From an optimization exercise on the open Yosys and OpenROAD flow, aimed at small area, a short achievable clock period and few clock cycles per item; shortcuts taken in it are not production practice. In this exercise RTL edits were held to simulation tests only and were not proved equivalent to the original. Power is estimated from default activity; no workload was simulated.

==> inputs of try-maple <==
==> flow/design.v <==
`timescale 1ns / 1ps
package wss_pkg;
    localparam int SIG_BYTES     = 24;
    localparam int LEN_W         = 5;
    localparam int SKIP_W        = 16;
    localparam int OFFSET_W      = 24;
    localparam int SEEN_W        = 25;
    localparam int CFG_INDEX_W   = 3;
    localparam int CFG_DATA_W    = 64;
    typedef enum logic [CFG_INDEX_W-1:0] {
        REG_PATTERN_LOW     = 3'd0,
        REG_PATTERN_MID     = 3'd1,
        REG_PATTERN_HIGH    = 3'd2,
        REG_CARE_MASK       = 3'd3,
        REG_PATTERN_LENGTH  = 3'd4,
        REG_SKIP_COUNT      = 3'd5,
        REG_SEARCH_DISTANCE = 3'd6
    } reg_index_t;
    typedef struct packed {
        logic [SIG_BYTES*8-1:0] pattern;
        logic [SIG_BYTES-1:0]   care;
        logic [LEN_W-1:0]       length;
        logic [SKIP_W-1:0]      skip;
        logic [OFFSET_W-1:0]    distance;
    } cfg_t;
    localparam logic [SIG_BYTES-1:0] CARE_RESET     = '1;
    localparam logic [LEN_W-1:0]     LENGTH_RESET   = 5'd1;
    localparam logic [OFFSET_W-1:0]  DISTANCE_RESET = 24'd1;
    localparam logic [SEEN_W-1:0]    SEEN_MAX       = '1;
endpackage
`timescale 1ns / 1ps
module wss_cfg_regs
(
    input  logic                               clk,
    input  logic                               rst_n,
    input  logic                               cfg_valid,
    output logic                               cfg_ready,
    input  logic [wss_pkg::CFG_INDEX_W-1:0]    cfg_index,
    input  logic [wss_pkg::CFG_DATA_W-1:0]     cfg_data,
    output wss_pkg::cfg_t                      cfg,
    output logic [2:0]                         pattern_written,
    output logic                               care_written
);
    wss_pkg::cfg_t cfg_reg;
    assign cfg_ready = 1'b1;
    assign cfg       = cfg_reg;
    always_ff @(posedge clk or negedge rst_n)
    begin
        if (!rst_n)
        begin
            pattern_written  <= '0;
            care_written     <= 1'b0;
            cfg_reg.length   <= wss_pkg::LENGTH_RESET;
            cfg_reg.skip     <= '0;
            cfg_reg.distance <= wss_pkg::DISTANCE_RESET;
        end
        else if (cfg_valid && cfg_ready)
        begin
            case (cfg_index)
                wss_pkg::REG_PATTERN_LOW:
                    pattern_written[0] <= 1'b1;
                wss_pkg::REG_PATTERN_MID:
                    pattern_written[1] <= 1'b1;
                wss_pkg::REG_PATTERN_HIGH:
                    pattern_written[2] <= 1'b1;
                wss_pkg::REG_CARE_MASK:
                    care_written <= 1'b1;
                wss_pkg::REG_PATTERN_LENGTH:
                    cfg_reg.length <= cfg_data[wss_pkg::LEN_W-1:0];
                wss_pkg::REG_SKIP_COUNT:
                    cfg_reg.skip <= cfg_data[wss_pkg::SKIP_W-1:0];
                wss_pkg::REG_SEARCH_DISTANCE:
                    cfg_reg.distance <= cfg_data[wss_pkg::OFFSET_W-1:0];
                default:
                    ;
            endcase
        end
    end
    always_ff @(posedge clk)
    begin
        if (cfg_valid && cfg_ready)
        begin
            case (cfg_index)
                wss_pkg::REG_PATTERN_LOW:
                    cfg_reg.pattern[63:0] <= cfg_data;
                wss_pkg::REG_PATTERN_MID:
                    cfg_reg.pattern[127:64] <= cfg_data;
                wss_pkg::REG_PATTERN_HIGH:
                    cfg_reg.pattern[191:128] <= cfg_data;
                wss_pkg::REG_CARE_MASK:
                    cfg_reg.care <= cfg_data[wss_pkg::SIG_BYTES-1:0];
                default:
                    ;
            endcase
        end
    end
endmodule
`timescale 1ns / 1ps
module wss_match
#(
    parameter int PATTERN_BYTES = 24
)
(
    input  logic [7:0]                       data,
    input  logic [PATTERN_BYTES*8-1:0]       pattern,
    input  logic [PATTERN_BYTES-1:0]         care,
    input  logic [2:0]                       pattern_written,
    input  logic                             care_written,
    output logic [PATTERN_BYTES-1:0]         hit_pos
);
    logic data_zero;
    always_comb
    begin
        data_zero = (data == 8'd0);
        for (int k = 0; k < PATTERN_BYTES; k++)
        begin
            hit_pos[k] = (care_written && !care[k]) ||
                         (pattern_written[k / 8] ? (data == pattern[k*8 +: 8]) : data_zero);
        end
    end
endmodule
`timescale 1ns / 1ps
module wildcard_signature_scanner_core
#(
    parameter int PATTERN_BYTES = 24
)
(
    input  logic                              clk,
    input  logic                              rst_n,
    input  logic                              cfg_valid,
    output logic                              cfg_ready,
    input  logic [wss_pkg::CFG_INDEX_W-1:0]   cfg_index,
    input  logic [wss_pkg::CFG_DATA_W-1:0]    cfg_data,
    input  logic                              item_valid,
    output logic                              item_stall,
    input  logic [7:0]                        data_byte,
    input  logic                              last_byte,
    output logic                              result_valid,
    input  logic                              result_stall,
    output logic                              found,
    output logic [wss_pkg::OFFSET_W-1:0]      match_offset
);
    localparam int OW = wss_pkg::OFFSET_W;
    localparam int CW = OW + 1;
    wss_pkg::cfg_t                     cfg;
    logic                              a_valid;
    logic [PATTERN_BYTES-1:0]          a_pos;
    logic                              a_last;
    logic                              stall_reg;
    logic                              first_reg;
    logic                              second_reg;
    logic                              done_reg;
    logic                              past_reg;
    logic [PATTERN_BYTES-1:0]          prefix_reg;
    logic [wss_pkg::SKIP_W-1:0]        skipped_reg;
    logic [CW-1:0]                     start_reg;
    logic                              res_valid_reg;
    logic                              found_reg;
    logic [4:0]                        last_pos;
    logic [CW-1:0]                     start_init;
    logic [CW-1:0]                     start_init2;
    logic                              first_can_hit;
    logic [CW-1:0]                     start_cur;
    logic [2:0]                        pattern_written;
    logic                              care_written;
    logic [PATTERN_BYTES-1:0]          hit_pos;
    logic [PATTERN_BYTES-1:0]          prefix_prev;
    logic [PATTERN_BYTES-1:0]          prefix_next;
    logic                              done_eff;
    logic                              past_eff;
    logic [wss_pkg::SKIP_W-1:0]        skipped_eff;
    logic                              at_distance;
    logic                              hit;
    logic                              skip_reached;
    logic                              accept;
    logic                              produce;
    logic                              proc;
    logic                              take_item;
    logic                              res_valid_next;
    logic                              first_next;
    logic                              done_next;
    logic                              might_produce;
    wss_cfg_regs u_cfg
    (
        .clk       (clk),
        .rst_n     (rst_n),
        .cfg_valid (cfg_valid),
        .cfg_ready (cfg_ready),
        .cfg_index (cfg_index),
        .cfg_data  (cfg_data),
        .cfg       (cfg),
        .pattern_written (pattern_written),
        .care_written    (care_written)
    );
    wss_match #(.PATTERN_BYTES(PATTERN_BYTES)) u_match
    (
        .data    (data_byte),
        .pattern (cfg.pattern),
        .care    (cfg.care),
        .pattern_written (pattern_written),
        .care_written    (care_written),
        .hit_pos (hit_pos)
    );
    assign item_stall   = stall_reg;
    assign result_valid = res_valid_reg;
    assign found        = found_reg;
    assign match_offset = start_reg[OW-1:0];
    always_comb
    begin
        if (cfg.length == '0)
        begin
            last_pos = 5'd0;
        end
        else if (cfg.length > 5'(PATTERN_BYTES))
        begin
            last_pos = 5'(PATTERN_BYTES - 1);
        end
        else
        begin
            last_pos = cfg.length - 5'd1;
        end
        start_init    = CW'(0) - CW'(last_pos);
        start_init2   = CW'(1) - CW'(last_pos);
        first_can_hit = (last_pos == 5'd0) && (cfg.skip == '0);
    end
    always_comb
    begin
        proc         = a_valid && !stall_reg;
        take_item    = item_valid && !stall_reg;
        prefix_prev  = first_reg ? '0 : prefix_reg;
        done_eff     = done_reg && !first_reg;
        past_eff     = past_reg && !first_reg;
        skipped_eff  = first_reg ? '0 : skipped_reg;
        start_cur    = first_reg ? start_init : (second_reg ? start_init2 : start_reg);
        prefix_next  = {prefix_prev[PATTERN_BYTES-2:0], 1'b1} & a_pos;
        at_distance  = (start_cur == {1'b0, cfg.distance});
        hit          = prefix_next[last_pos] && !past_eff && !at_distance && !done_eff;
        skip_reached = (skipped_eff == cfg.skip);
        accept       = hit && skip_reached;
        produce      = accept || (a_last && !done_eff);
        res_valid_next = (res_valid_reg && result_stall) || (proc && produce);
        first_next     = proc ? a_last : first_reg;
        done_next      = proc ? (done_eff || accept) : done_reg;
        might_produce  = !(done_next && !first_next) &&
                         (!first_next || last_byte || first_can_hit);
    end
    always_ff @(posedge clk or negedge rst_n)
    begin
        if (!rst_n)
        begin
            a_valid       <= 1'b0;
            stall_reg     <= 1'b0;
            first_reg     <= 1'b1;
            second_reg    <= 1'b0;
            res_valid_reg <= 1'b0;
        end
        else
        begin
            a_valid       <= take_item || (a_valid && stall_reg);
            stall_reg     <= (a_valid && stall_reg && res_valid_next) ||
                             (take_item && res_valid_next && might_produce);
            first_reg     <= first_next;
            if (proc)
            begin
                second_reg <= first_reg && !a_last;
            end
            res_valid_reg <= res_valid_next;
        end
    end
    always_ff @(posedge clk)
    begin
        if (!stall_reg)
        begin
            a_pos  <= hit_pos;
            a_last <= last_byte;
        end
        if (proc)
        begin
            prefix_reg  <= prefix_next;
            past_reg    <= past_eff || at_distance;
            done_reg    <= done_eff || accept;
            skipped_reg <= (hit && !skip_reached) ? skipped_eff + 1'b1 : skipped_eff;
        end
        if (proc && !done_eff && !(first_reg && !produce))
        begin
            if (accept)
            begin
                start_reg <= start_cur;
            end
            else if (a_last)
            begin
                start_reg <= '0;
            end
            else
            begin
                start_reg <= start_cur + 1'b1;
            end
        end
        if (proc && produce)
        begin
            found_reg <= accept;
        end
    end
endmodule
==> flow/run.sh <==
#!/bin/bash
# synth_recipe.tcl (not shown) runs the flow's synth.tcl, then flattens the netlist and writes it again
# the make line also repeats each setting of config.mk as NAME=value (left out here)
make -C /OpenROAD-flow-scripts/flow DESIGN_CONFIG=/design/flow/config.mk WORK_HOME=/design/flow/orfs CLKGATE_MAP_FILE= SYNTH_SCRIPT=/design/flow/synth_recipe.tcl finish
==> flow/config.mk <==
export PLATFORM = sky130hd
export DESIGN_NAME = wildcard_signature_scanner_core
export DESIGN_NICKNAME = wildcard_signature_scanner_core
export VERILOG_FILES = /design/flow/design.v
export SDC_FILE = /design/flow/constraint.sdc
export NUM_CORES = 4
export LEC_CHECK = 0
export CAP_MARGIN = 20
export CORE_MARGIN = 2
export CORE_UTILIZATION = 30
export SLEW_MARGIN = 20
==> flow/constraint.sdc <==
create_clock -name core_clock -period 11.0 [get_ports {clk}]
set_input_delay 2.2000 -clock core_clock [delete_from_list [all_inputs] [get_ports {clk}]]
set_output_delay 2.2000 -clock core_clock [all_outputs]
set_load 0.01 [all_outputs]
==> try-yarrow: changes against try-maple <==
--- a/flow/config.mk
+++ b/flow/config.mk
@@ -9,3 +9,3 @@
 export CORE_MARGIN = 2
-export CORE_UTILIZATION = 30
+export CORE_UTILIZATION = 60
 export SLEW_MARGIN = 20
==> try-juniper: changes against try-maple <==
--- a/flow/design.v
+++ b/flow/design.v
@@ -6,3 +6,2 @@
     localparam int OFFSET_W      = 24;
-    localparam int SEEN_W        = 25;
     localparam int CFG_INDEX_W   = 3;
@@ -21,3 +20,3 @@
         logic [SIG_BYTES-1:0]   care;
-        logic [LEN_W-1:0]       length;
+        logic [LEN_W-1:0]       last_pos;
         logic [SKIP_W-1:0]      skip;
@@ -25,6 +24,4 @@
     } cfg_t;
-    localparam logic [SIG_BYTES-1:0] CARE_RESET     = '1;
-    localparam logic [LEN_W-1:0]     LENGTH_RESET   = 5'd1;
+    localparam logic [LEN_W-1:0]     LAST_POS_RESET = 5'd0;
     localparam logic [OFFSET_W-1:0]  DISTANCE_RESET = 24'd1;
-    localparam logic [SEEN_W-1:0]    SEEN_MAX       = '1;
 endpackage
@@ -43,5 +40,23 @@
 );
-    wss_pkg::cfg_t cfg_reg;
+    wss_pkg::cfg_t              cfg_reg;
+    logic [wss_pkg::LEN_W-1:0]  len_in;
+    logic [wss_pkg::LEN_W-1:0]  last_pos_in;
     assign cfg_ready = 1'b1;
     assign cfg       = cfg_reg;
+    always_comb
+    begin
+        len_in = cfg_data[wss_pkg::LEN_W-1:0];
+        if (len_in == '0)
+        begin
+            last_pos_in = '0;
+        end
+        else if (len_in > wss_pkg::LEN_W'(wss_pkg::SIG_BYTES))
+        begin
+            last_pos_in = wss_pkg::LEN_W'(wss_pkg::SIG_BYTES - 1);
+        end
+        else
+        begin
+            last_pos_in = len_in - 1'b1;
+        end
+    end
     always_ff @(posedge clk or negedge rst_n)
@@ -52,3 +67,3 @@
             care_written     <= 1'b0;
-            cfg_reg.length   <= wss_pkg::LENGTH_RESET;
+            cfg_reg.last_pos <= wss_pkg::LAST_POS_RESET;
             cfg_reg.skip     <= '0;
@@ -68,3 +83,3 @@
                 wss_pkg::REG_PATTERN_LENGTH:
-                    cfg_reg.length <= cfg_data[wss_pkg::LEN_W-1:0];
+                    cfg_reg.last_pos <= last_pos_in;
                 wss_pkg::REG_SKIP_COUNT:
@@ -144,3 +159,6 @@
     localparam int CW = OW + 1;
+    localparam int SW = wss_pkg::SKIP_W;
     wss_pkg::cfg_t                     cfg;
+    logic [2:0]                        pattern_written;
+    logic                              care_written;
     logic                              a_valid;
@@ -150,3 +168,2 @@
     logic                              first_reg;
-    logic                              second_reg;
     logic                              done_reg;
@@ -154,13 +171,15 @@
     logic [PATTERN_BYTES-1:0]          prefix_reg;
-    logic [wss_pkg::SKIP_W-1:0]        skipped_reg;
+    logic [SW-1:0]                     skipped_reg;
+    logic                              reached_reg;
     logic [CW-1:0]                     start_reg;
+    logic                              at_dist_reg;
     logic                              res_valid_reg;
     logic                              found_reg;
-    logic [4:0]                        last_pos;
+    logic [OW-1:0]                     offset_reg;
     logic [CW-1:0]                     start_init;
-    logic [CW-1:0]                     start_init2;
+    logic [CW-1:0]                     dist_less1;
+    logic [SW-1:0]                     skip_less1;
+    logic                              skip_zero;
+    logic                              at_dist_first;
     logic                              first_can_hit;
-    logic [CW-1:0]                     start_cur;
-    logic [2:0]                        pattern_written;
-    logic                              care_written;
     logic [PATTERN_BYTES-1:0]          hit_pos;
@@ -170,6 +189,6 @@
     logic                              past_eff;
-    logic [wss_pkg::SKIP_W-1:0]        skipped_eff;
-    logic                              at_distance;
+    logic [SW-1:0]                     skipped_eff;
+    logic                              reached_eff;
+    logic                              at_dist_eff;
     logic                              hit;
-    logic                              skip_reached;
     logic                              accept;
@@ -184,9 +203,9 @@
     (
-        .clk       (clk),
-        .rst_n     (rst_n),
-        .cfg_valid (cfg_valid),
-        .cfg_ready (cfg_ready),
-        .cfg_index (cfg_index),
-        .cfg_data  (cfg_data),
-        .cfg       (cfg),
+        .clk             (clk),
+        .rst_n           (rst_n),
+        .cfg_valid       (cfg_valid),
+        .cfg_ready       (cfg_ready),
+        .cfg_index       (cfg_index),
+        .cfg_data        (cfg_data),
+        .cfg             (cfg),
         .pattern_written (pattern_written),
@@ -196,8 +215,8 @@
     (
-        .data    (data_byte),
-        .pattern (cfg.pattern),
-        .care    (cfg.care),
+        .data            (data_byte),
+        .pattern         (cfg.pattern),
+        .care            (cfg.care),
         .pattern_written (pattern_written),
         .care_written    (care_written),
-        .hit_pos (hit_pos)
+        .hit_pos         (hit_pos)
     );
@@ -206,20 +225,11 @@
     assign found        = found_reg;
-    assign match_offset = start_reg[OW-1:0];
+    assign match_offset = offset_reg;
     always_comb
     begin
-        if (cfg.length == '0)
-        begin
-            last_pos = 5'd0;
-        end
-        else if (cfg.length > 5'(PATTERN_BYTES))
-        begin
-            last_pos = 5'(PATTERN_BYTES - 1);
-        end
-        else
-        begin
-            last_pos = cfg.length - 5'd1;
-        end
-        start_init    = CW'(0) - CW'(last_pos);
-        start_init2   = CW'(1) - CW'(last_pos);
-        first_can_hit = (last_pos == 5'd0) && (cfg.skip == '0);
+        start_init    = CW'(0) - CW'(cfg.last_pos);
+        dist_less1    = {1'b0, cfg.distance} - 1'b1;
+        skip_less1    = cfg.skip - 1'b1;
+        skip_zero     = (cfg.skip == '0);
+        at_dist_first = (cfg.last_pos == '0) && (cfg.distance == '0);
+        first_can_hit = (cfg.last_pos == '0) && skip_zero;
     end
@@ -233,8 +243,7 @@
         skipped_eff  = first_reg ? '0 : skipped_reg;
-        start_cur    = first_reg ? start_init : (second_reg ? start_init2 : start_reg);
+        reached_eff  = first_reg ? skip_zero : reached_reg;
+        at_dist_eff  = first_reg ? at_dist_first : at_dist_reg;
         prefix_next  = {prefix_prev[PATTERN_BYTES-2:0], 1'b1} & a_pos;
-        at_distance  = (start_cur == {1'b0, cfg.distance});
-        hit          = prefix_next[last_pos] && !past_eff && !at_distance && !done_eff;
-        skip_reached = (skipped_eff == cfg.skip);
-        accept       = hit && skip_reached;
+        hit          = prefix_next[cfg.last_pos] && !past_eff && !at_dist_eff && !done_eff;
+        accept       = hit && reached_eff;
         produce      = accept || (a_last && !done_eff);
@@ -253,3 +262,2 @@
             first_reg     <= 1'b1;
-            second_reg    <= 1'b0;
             res_valid_reg <= 1'b0;
@@ -262,6 +270,2 @@
             first_reg     <= first_next;
-            if (proc)
-            begin
-                second_reg <= first_reg && !a_last;
-            end
             res_valid_reg <= res_valid_next;
@@ -279,15 +283,9 @@
             prefix_reg  <= prefix_next;
-            past_reg    <= past_eff || at_distance;
+            past_reg    <= past_eff || at_dist_eff;
             done_reg    <= done_eff || accept;
-            skipped_reg <= (hit && !skip_reached) ? skipped_eff + 1'b1 : skipped_eff;
-        end
-        if (proc && !done_eff && !(first_reg && !produce))
-        begin
-            if (accept)
-            begin
-                start_reg <= start_cur;
-            end
-            else if (a_last)
+            at_dist_reg <= (start_reg == dist_less1);
+            if (hit && !reached_eff)
             begin
-                start_reg <= '0;
+                skipped_reg <= skipped_eff + 1'b1;
+                reached_reg <= (skipped_eff == skip_less1);
             end
@@ -295,8 +293,18 @@
             begin
-                start_reg <= start_cur + 1'b1;
+                skipped_reg <= skipped_eff;
+                reached_reg <= reached_eff;
             end
         end
+        if (proc ? a_last : first_reg)
+        begin
+            start_reg <= start_init;
+        end
+        else if (proc)
+        begin
+            start_reg <= start_reg + 1'b1;
+        end
         if (proc && produce)
         begin
-            found_reg <= accept;
+            found_reg  <= accept;
+            offset_reg <= accept ? start_reg[OW-1:0] : '0;
         end
==> qor summary <==
|  | try-juniper | try-maple | try-yarrow |
|---|---|---|---|
| Area of the multi-input gates | 0.00644 sq mm | 0.00635 sq mm | 0.00636 sq mm |
| Number of fillers in the final layout | 5824 | 5613 | 2091 |
| Type of the worst setup path | primary input to flop | flop to flop | flop to flop |
| Worst rel slew slack | 30.0% | 34.3% | 36.6% |
| Utilization after layout | 35.6% | 35.4% | 69.6% |
| Via count of the first global-routing pass | 11300 | 11600 | 11600 |
| Tap Cells | 782 | 765 | 384 |
| Result of the run | no timing/DRC/antenna violations | no timing/DRC/antenna violations | no timing/DRC/antenna violations |
| Proportion of cell area occupied by multi-input gates | 30.1% | 31.1% | 31.8% |
| Maximum fanout along the worst path | 25 | 19 | 19 |
| Worst-margin pin slew | 1050 ps | 978 ps | 946 ps |
| Sum of net half-perimeters after detailed placement | 30500 microns | 32400 microns | 28500 microns |
| Number of buffers created by CTS | 40 | 37 | 38 |
| Standby leakage power | 7.07 nW | 6.91 nW | 6.92 nW |
| Critical Path Sink | a_pos[23]$_DFFE_PN_ | start_reg[15]$_DFFE_PP_ | start_reg[15]$_DFFE_PP_ |
| Met3 wire len | 2430 microns | 2600 microns | 3950 microns |
| Syn Area/Cell | 13.1 sq um | 12.5 sq um | 12.5 sq um |
| Area share of buffers outside the clock network | 5.42% | 5.93% | 6.11% |
| End of the worst register-to-register path | offset_reg[2]$_SDFFCE_PN0P_ | start_reg[15]$_DFFE_PP_ | start_reg[15]$_DFFE_PP_ |
| Sequential-cell power consumption | 0.00214 W | 0.00193 W | 0.00192 W |
| Non-Filler Instances | 2295 | 2267 | 1891 |
| Worst-path cell with the longest stage delay | sky130_fd_sc_hd__nor2_1 | sky130_fd_sc_hd__nor3_2 | sky130_fd_sc_hd__nor3_2 |
| Post-synth design cell area | 0.0181 sq mm | 0.0175 sq mm | 0.0175 sq mm |
Testbench counts of try-maple, summed over its fixed seeds: cycles 72,767, bytes 72,386.
Testbench counts of try-yarrow, summed over its fixed seeds: cycles 72,767, bytes 72,386.
Testbench counts of try-juniper, summed over its fixed seeds: cycles 72,767, bytes 72,386.

## separate check: timing with driven ports
The results above use ideal ports. As a check the final layouts listed here were re-extracted and re-timed, cells and wires unchanged. Step 1 sets driving cells, clkbuf_16 on the clock port and buf_2 on the other inputs (assumed; they add their load-dependent delay and slew). Step 2 also shifts input and output timing later by t, the mid clock arrival at the registers, as if the neighbouring blocks saw the same clock. Three values: no drivers, after step 1, after step 2; two values: the first two.
run	t (ns)	setup slack, ns	hold WS [ns]	clock arrival spread, ns	slew at the worst register clock pin (ns)
try-maple	0.594	5.110 / 5.110 / 5.110	0.503 / 0.503 / 0.503	0.024 / 0.024	0.06 / 0.06
try-yarrow	0.583	5.065 / 5.065 / 5.065	0.476 / 0.476 / 0.476	0.019 / 0.019	0.07 / 0.07
try-juniper	0.613	6.961 / 6.994 / 6.382	0.458 / 0.458 / 0.458	0.034 / 0.035	0.07 / 0.07
After both steps every run listed still meets setup and hold. The setup slack of try-juniper, which loses most, moves by +0.033 ns with the drivers and by -0.579 ns with both steps.
